Background: an optimization exercise with open tools, aiming at small area. Do not read the settings as production practice. The RTL was checked by simulation tests, not by an equivalence proof against the original design.

## trial 89
==> flow/design.v <==
package wb_regfile_pkg;
   localparam int DSIZE    = 32;
   localparam int ASIZE    = 5;
   localparam int ISIZE    = 32;
   localparam int DEPTH    = 1 << ASIZE;
   localparam int LINK_REG = 31;
   localparam int LINK_INC = 4;
   localparam logic [ASIZE-1:0] LINK_ADDR = LINK_REG;
   typedef enum logic [1:0] {
      WB_ALU,
      WB_MEM,
      WB_LINK
   } wb_sel_e;
   typedef struct packed {
      logic             wen;
      logic [ASIZE-1:0] addr;
      logic [DSIZE-1:0] data;
   } wb_bus_t;
   localparam logic [ISIZE-1:0] LINK_INC_W = LINK_INC;
endpackage
import wb_regfile_pkg::*;
module rf_hold
(
   input  logic sel_n,
   input  logic d_n,
   input  logic q,
   output logic y
);
   assign y = sel_n ? q : !d_n;
endmodule
module rf_aoi3
(
   input  logic [2:0] s,
   input  logic [2:0] d,
   output logic       y_n
);
   assign y_n = ~((s[0] & d[0]) | (s[1] & d[1]) | (s[2] & d[2]));
endmodule
module rf_nand2
(
   input  logic s,
   input  logic d,
   output logic y_n
);
   assign y_n = ~(s & d);
endmodule
module rf_rdbit
(
   input  logic [31:0] s,
   input  logic [31:0] d,
   output logic        y
);
   logic [11:0] n;
   for (genvar g = 0; g < 10; g++) begin : g_aoi3
      rf_aoi3 u (.s(s[3*g +: 3]), .d(d[3*g +: 3]), .y_n(n[g]));
   end
   rf_nand2 u_n30 (.s(s[30]), .d(d[30]), .y_n(n[10]));
   rf_nand2 u_n31 (.s(s[31]), .d(d[31]), .y_n(n[11]));
   assign y = ~&n;
endmodule
module rf_pre2
(
   input  logic [1:0] a,
   input  logic       en,
   output logic [3:0] y
);
   for (genvar j = 0; j < 4; j++) begin : g_y
      assign y[j] = en & (a == 2'(j));
   end
endmodule
module rf_pre3
(
   input  logic [2:0] a,
   output logic [7:0] y
);
   for (genvar j = 0; j < 8; j++) begin : g_y
      assign y[j] = (a == 3'(j));
   end
endmodule
module rf_and3
(
   input  logic a,
   input  logic b,
   input  logic c,
   output logic y
);
   assign y = a & b & c;
endmodule
module rf_setv
(
   input  logic q,
   input  logic set_n,
   output logic y
);
   assign y = q | !set_n;
endmodule
module rf_hit
(
   input  logic [4:0] ra,
   input  logic [4:0] wa,
   input  logic       we,
   output logic       hit
);
   assign hit = we & (ra == wa);
endmodule
module regfile_2r1w
(
   input  logic             clk,
   input  logic             rst,
   input  logic             we,
   input  logic [ASIZE-1:0] waddr,
   input  logic [DSIZE-1:0] wdata,
   input  logic [DSIZE-1:0] wdata_n,
   input  logic [ASIZE-1:0] raddr1,
   input  logic [ASIZE-1:0] raddr2,
   output logic [DSIZE-1:0] rdata1,
   output logic [DSIZE-1:0] rdata2
);
   logic [DEPTH-1:1][DSIZE-1:0] regs;
   logic [DEPTH-1:1][DSIZE-1:0] regs_d;
   logic [DEPTH-1:1]            valid;
   logic [DEPTH-1:1]            valid_d;
   logic [DEPTH-1:1]            wsel_n;
   logic [DEPTH-1:0]            rsel1;
   logic [DEPTH-1:0]            rsel2;
   logic [3:0]                  wlo, rlo1, rlo2;
   logic [7:0]                  whi, rhi1, rhi2;
   logic                        hit1;
   logic                        hit2;
   rf_pre2 u_wlo (.a(waddr[1:0]), .en(we), .y(wlo));
   rf_pre3 u_whi (.a(waddr[4:2]), .y(whi));
   for (genvar i = 1; i < DEPTH; i++) begin : g_reg
      rf_nand2 u_wsel (.s(wlo[i % 4]), .d(whi[i / 4]), .y_n(wsel_n[i]));
      rf_setv  u_setv (.q(valid[i]), .set_n(wsel_n[i]), .y(valid_d[i]));
      for (genvar b = 0; b < DSIZE; b++) begin : g_bit
         rf_hold u_hold (
            .sel_n (wsel_n[i]),
            .d_n   (wdata_n[b]),
            .q     (regs[i][b]),
            .y     (regs_d[i][b])
         );
      end
   end
   always_ff @(posedge clk or negedge rst) begin
      if (!rst)
         valid <= '0;
      else
         valid <= valid_d;
   end
   always_ff @(posedge clk)
      regs <= regs_d;
   rf_hit u_hit1 (.ra(raddr1), .wa(waddr), .we(we), .hit(hit1));
   rf_hit u_hit2 (.ra(raddr2), .wa(waddr), .we(we), .hit(hit2));
   assign rsel1[0] = hit1;
   assign rsel2[0] = hit2;
   rf_pre2 u_rlo1 (.a(raddr1[1:0]), .en(!hit1), .y(rlo1));
   rf_pre3 u_rhi1 (.a(raddr1[4:2]), .y(rhi1));
   rf_pre2 u_rlo2 (.a(raddr2[1:0]), .en(!hit2), .y(rlo2));
   rf_pre3 u_rhi2 (.a(raddr2[4:2]), .y(rhi2));
   for (genvar i = 1; i < DEPTH; i++) begin : g_rsel
      rf_and3 u_rs1 (.a(rlo1[i % 4]), .b(rhi1[i / 4]), .c(valid[i]), .y(rsel1[i]));
      rf_and3 u_rs2 (.a(rlo2[i % 4]), .b(rhi2[i / 4]), .c(valid[i]), .y(rsel2[i]));
   end
   for (genvar b = 0; b < DSIZE; b++) begin : g_rd
      logic [DEPTH-1:0] col;
      assign col[0] = wdata[b];
      for (genvar i = 1; i < DEPTH; i++) begin : g_col
         assign col[i] = regs[i][b];
      end
      rf_rdbit u_rd1 (.s(rsel1), .d(col), .y(rdata1[b]));
      rf_rdbit u_rd2 (.s(rsel2), .d(col), .y(rdata2[b]));
   end
endmodule
import wb_regfile_pkg::*;
module wb_ha
(
   input  logic a,
   input  logic b,
   output logic s,
   output logic co
);
   assign {co, s} = a + b;
endmodule
module wb_inc_slice #(parameter int N = 8)
(
   input  logic [N-1:0] a,
   input  logic         ci,
   output logic [N-1:0] y
);
   logic [N:0] c;
   assign c[0] = ci;
   for (genvar i = 0; i < N; i++) begin : g_ha
      wb_ha u_ha (.a(a[i]), .b(c[i]), .s(y[i]), .co(c[i+1]));
   end
endmodule
module wb_regfile
(
   input  logic             clk,
   input  logic             rst,
   input  logic             wen_in,
   input  logic [DSIZE-1:0] w_data_in,
   input  logic [ASIZE-1:0] w_addr_in,
   input  logic [ISIZE-1:0] PC_in,
   input  logic             jal_in,
   input  logic             MemtoReg_in,
   input  logic [DSIZE-1:0] readMem_in,
   input  logic [ASIZE-1:0] raddr1,
   input  logic [ASIZE-1:0] raddr2,
   output logic [DSIZE-1:0] rdata1,
   output logic [DSIZE-1:0] rdata2,
   output logic             wb_wen,
   output logic [ASIZE-1:0] wb_addr,
   output logic [DSIZE-1:0] wb_data,
   output logic [31:0]      commit_cnt
);
   logic [DSIZE-1:0] link;
   logic [DSIZE-1:0] wb_data_n;
   logic [2:0]       wsel;
   logic [3:0]       pc_all;
   logic [31:0]      commit_q;
   logic [31:0]      commit_d;
   logic [3:0]       cnt_all;
   assign link[1:0] = PC_in[1:0];
   assign pc_all[0] = 1'b1;
   for (genvar k = 0; k < 4; k++) begin : g_link
      localparam int LO = 2 + 8 * k;
      localparam int N  = (k == 3) ? 6 : 8;
      if (k < 3)
         assign pc_all[k+1] = pc_all[k] & (&PC_in[LO +: N]);
      wb_inc_slice #(.N(N)) u_inc (.a(PC_in[LO +: N]), .ci(pc_all[k]), .y(link[LO +: N]));
   end
   assign wsel[0] = jal_in;
   assign wsel[1] = !jal_in && MemtoReg_in;
   assign wsel[2] = !jal_in && !MemtoReg_in;
   for (genvar b = 0; b < DSIZE; b++) begin : g_wb
      rf_aoi3 u_sel (
         .s   (wsel),
         .d   ({w_data_in[b], readMem_in[b], link[b]}),
         .y_n (wb_data_n[b])
      );
   end
   assign wb_data = ~wb_data_n;
   assign wb_addr = jal_in ? LINK_ADDR : w_addr_in;
   assign wb_wen  = jal_in || (wen_in && w_addr_in != '0);
   assign cnt_all[0] = 1'b1;
   for (genvar k = 0; k < 4; k++) begin : g_cnt
      if (k < 3)
         assign cnt_all[k+1] = cnt_all[k] & (&commit_q[8*k +: 8]);
      wb_inc_slice #(.N(8)) u_inc (
         .a  (commit_q[8*k +: 8]),
         .ci (wb_wen && cnt_all[k]),
         .y  (commit_d[8*k +: 8])
      );
   end
   always_ff @(posedge clk or negedge rst) begin
      if (!rst)
         commit_q <= '0;
      else
         commit_q <= commit_d;
   end
   regfile_2r1w u_rf (
      .clk     (clk),
      .rst     (rst),
      .we      (wb_wen),
      .waddr   (wb_addr),
      .wdata   (wb_data),
      .wdata_n (wb_data_n),
      .raddr1  (raddr1),
      .raddr2  (raddr2),
      .rdata1  (rdata1),
      .rdata2  (rdata2)
   );
   assign commit_cnt = commit_q;
endmodule
clock: 9.0 ns
lec_check: 0
cap_margin: 10
core_margin: 2
core_utilization: 65
slew_margin: 10
synth_hierarchical: 1
standard.sh (not shown) runs the stock make flow with config.mk's settings and CLKGATE_MAP_FILE= SYNTH_SCRIPT=/design/flow/synth_recipe.tcl, a recipe that flattens the netlist after the stock synthesis.
==> flow/flow/run.sh <==
#!/bin/bash
# The standard layout (standard.sh: the standard flow's own synthesis and ORFS
# steps, unchanged), with two knobs that only ORFS variables reach:
#  - port buffers use the smallest buffer cell instead of a delay cell;
#  - clock tree: sink clusters of at most 16 flip-flops within 60 um,
#    clkbuf_8 buffers and no dummy loads (CTS still balances the tree).
# ORFS's own logs stay under orfs/logs; make's output goes to
# flow_make.log here.
set -euo pipefail
bash standard.sh \
   "BUFFER_PORTS_ARGS=-buffer_cell sky130_fd_sc_hd__buf_1" \
   "CTS_ARGS=-sink_clustering_enable -repair_clock_nets -dont_use_dummy_load -sink_clustering_size 16 -sink_clustering_max_diameter 60 -buf_list {sky130_fd_sc_hd__clkbuf_8}" \
   finish > flow_make.log 2>&1
Setup changes, trial 89 to build 49
==> flow/flow/run.sh <==
#!/bin/bash
# The standard layout (standard.sh: the standard flow's own synthesis and ORFS
# steps, unchanged), with two knobs that only ORFS variables reach:
#  - port buffers use the smallest buffer cell instead of a delay cell;
#  - clock tree: sink clusters of at most 12 flip-flops within 50 um,
#    clkbuf_8 buffers and no dummy loads (CTS still balances the tree).
# ORFS's own logs stay under orfs/logs; make's output goes to
# flow_make.log here.
set -euo pipefail
bash standard.sh \
   "BUFFER_PORTS_ARGS=-buffer_cell sky130_fd_sc_hd__buf_1" \
   "CTS_ARGS=-sink_clustering_enable -repair_clock_nets -dont_use_dummy_load -sink_clustering_size 12 -sink_clustering_max_diameter 50 -buf_list {sky130_fd_sc_hd__clkbuf_8}" \
   finish > flow_make.log 2>&1
diff --git a/flow/config.mk b/flow/config.mk
--- a/flow/config.mk
+++ b/flow/config.mk
@@ -6,7 +6,7 @@
 export NUM_CORES = 4
 export LEC_CHECK = 0
-export CAP_MARGIN = 10
+export CAP_MARGIN = 20
 export CORE_MARGIN = 2
 export CORE_UTILIZATION = 65
-export SLEW_MARGIN = 10
+export SLEW_MARGIN = 20
 export SYNTH_HIERARCHICAL = 1
==> results.txt <==
Status: total wire length after detailed routing parity (build 49, trial 89)
Register fraction of the total cell area in build 49 is 0.48 points lower than in trial 89
Build 49 -> trial 89: placed cell count delta 0, exact match
The run showing the greater length of the first detailed-routing pass in iterations is trial 89.
Total area of multi-input combinational cells essentially unchanged between trial 89 and build 49.

-- port drivers added, routing unchanged --
The results above use ideal ports. As a check the final layouts listed here were re-extracted and re-timed, cells and wires unchanged. Step 1 assumes that a clkbuf_16 drives the clock port and a buf_2 every other input. Step 2, shift: input delay + t, output delay - t, t = (earliest + latest rising clock arrival at the registers) / 2. This alone moves slack from input paths to output paths. a / b / c = no drivers / after step 1 / after step 2; a / b = the first two.
run | t, ns | setup slack, ns | worst hold slack (ns) | worst register clock-pin slew, ns | cell pins on the clock port's net
trial 89 | 0.780 | 0.825 / 0.761 / 0.761 | 0.467 / 0.467 / 0.467 | 0.11 / 0.11 | 1
build 49 | 0.801 | 1.075 / 1.017 / 1.017 | 0.465 / 0.465 / 0.465 | 0.09 / 0.09 | 1
After both steps setup and hold are still met in every run listed. For trial 89, which loses most, drivers alone change the setup slack by -0.064 ns; drivers and shift together by -0.064 ns.
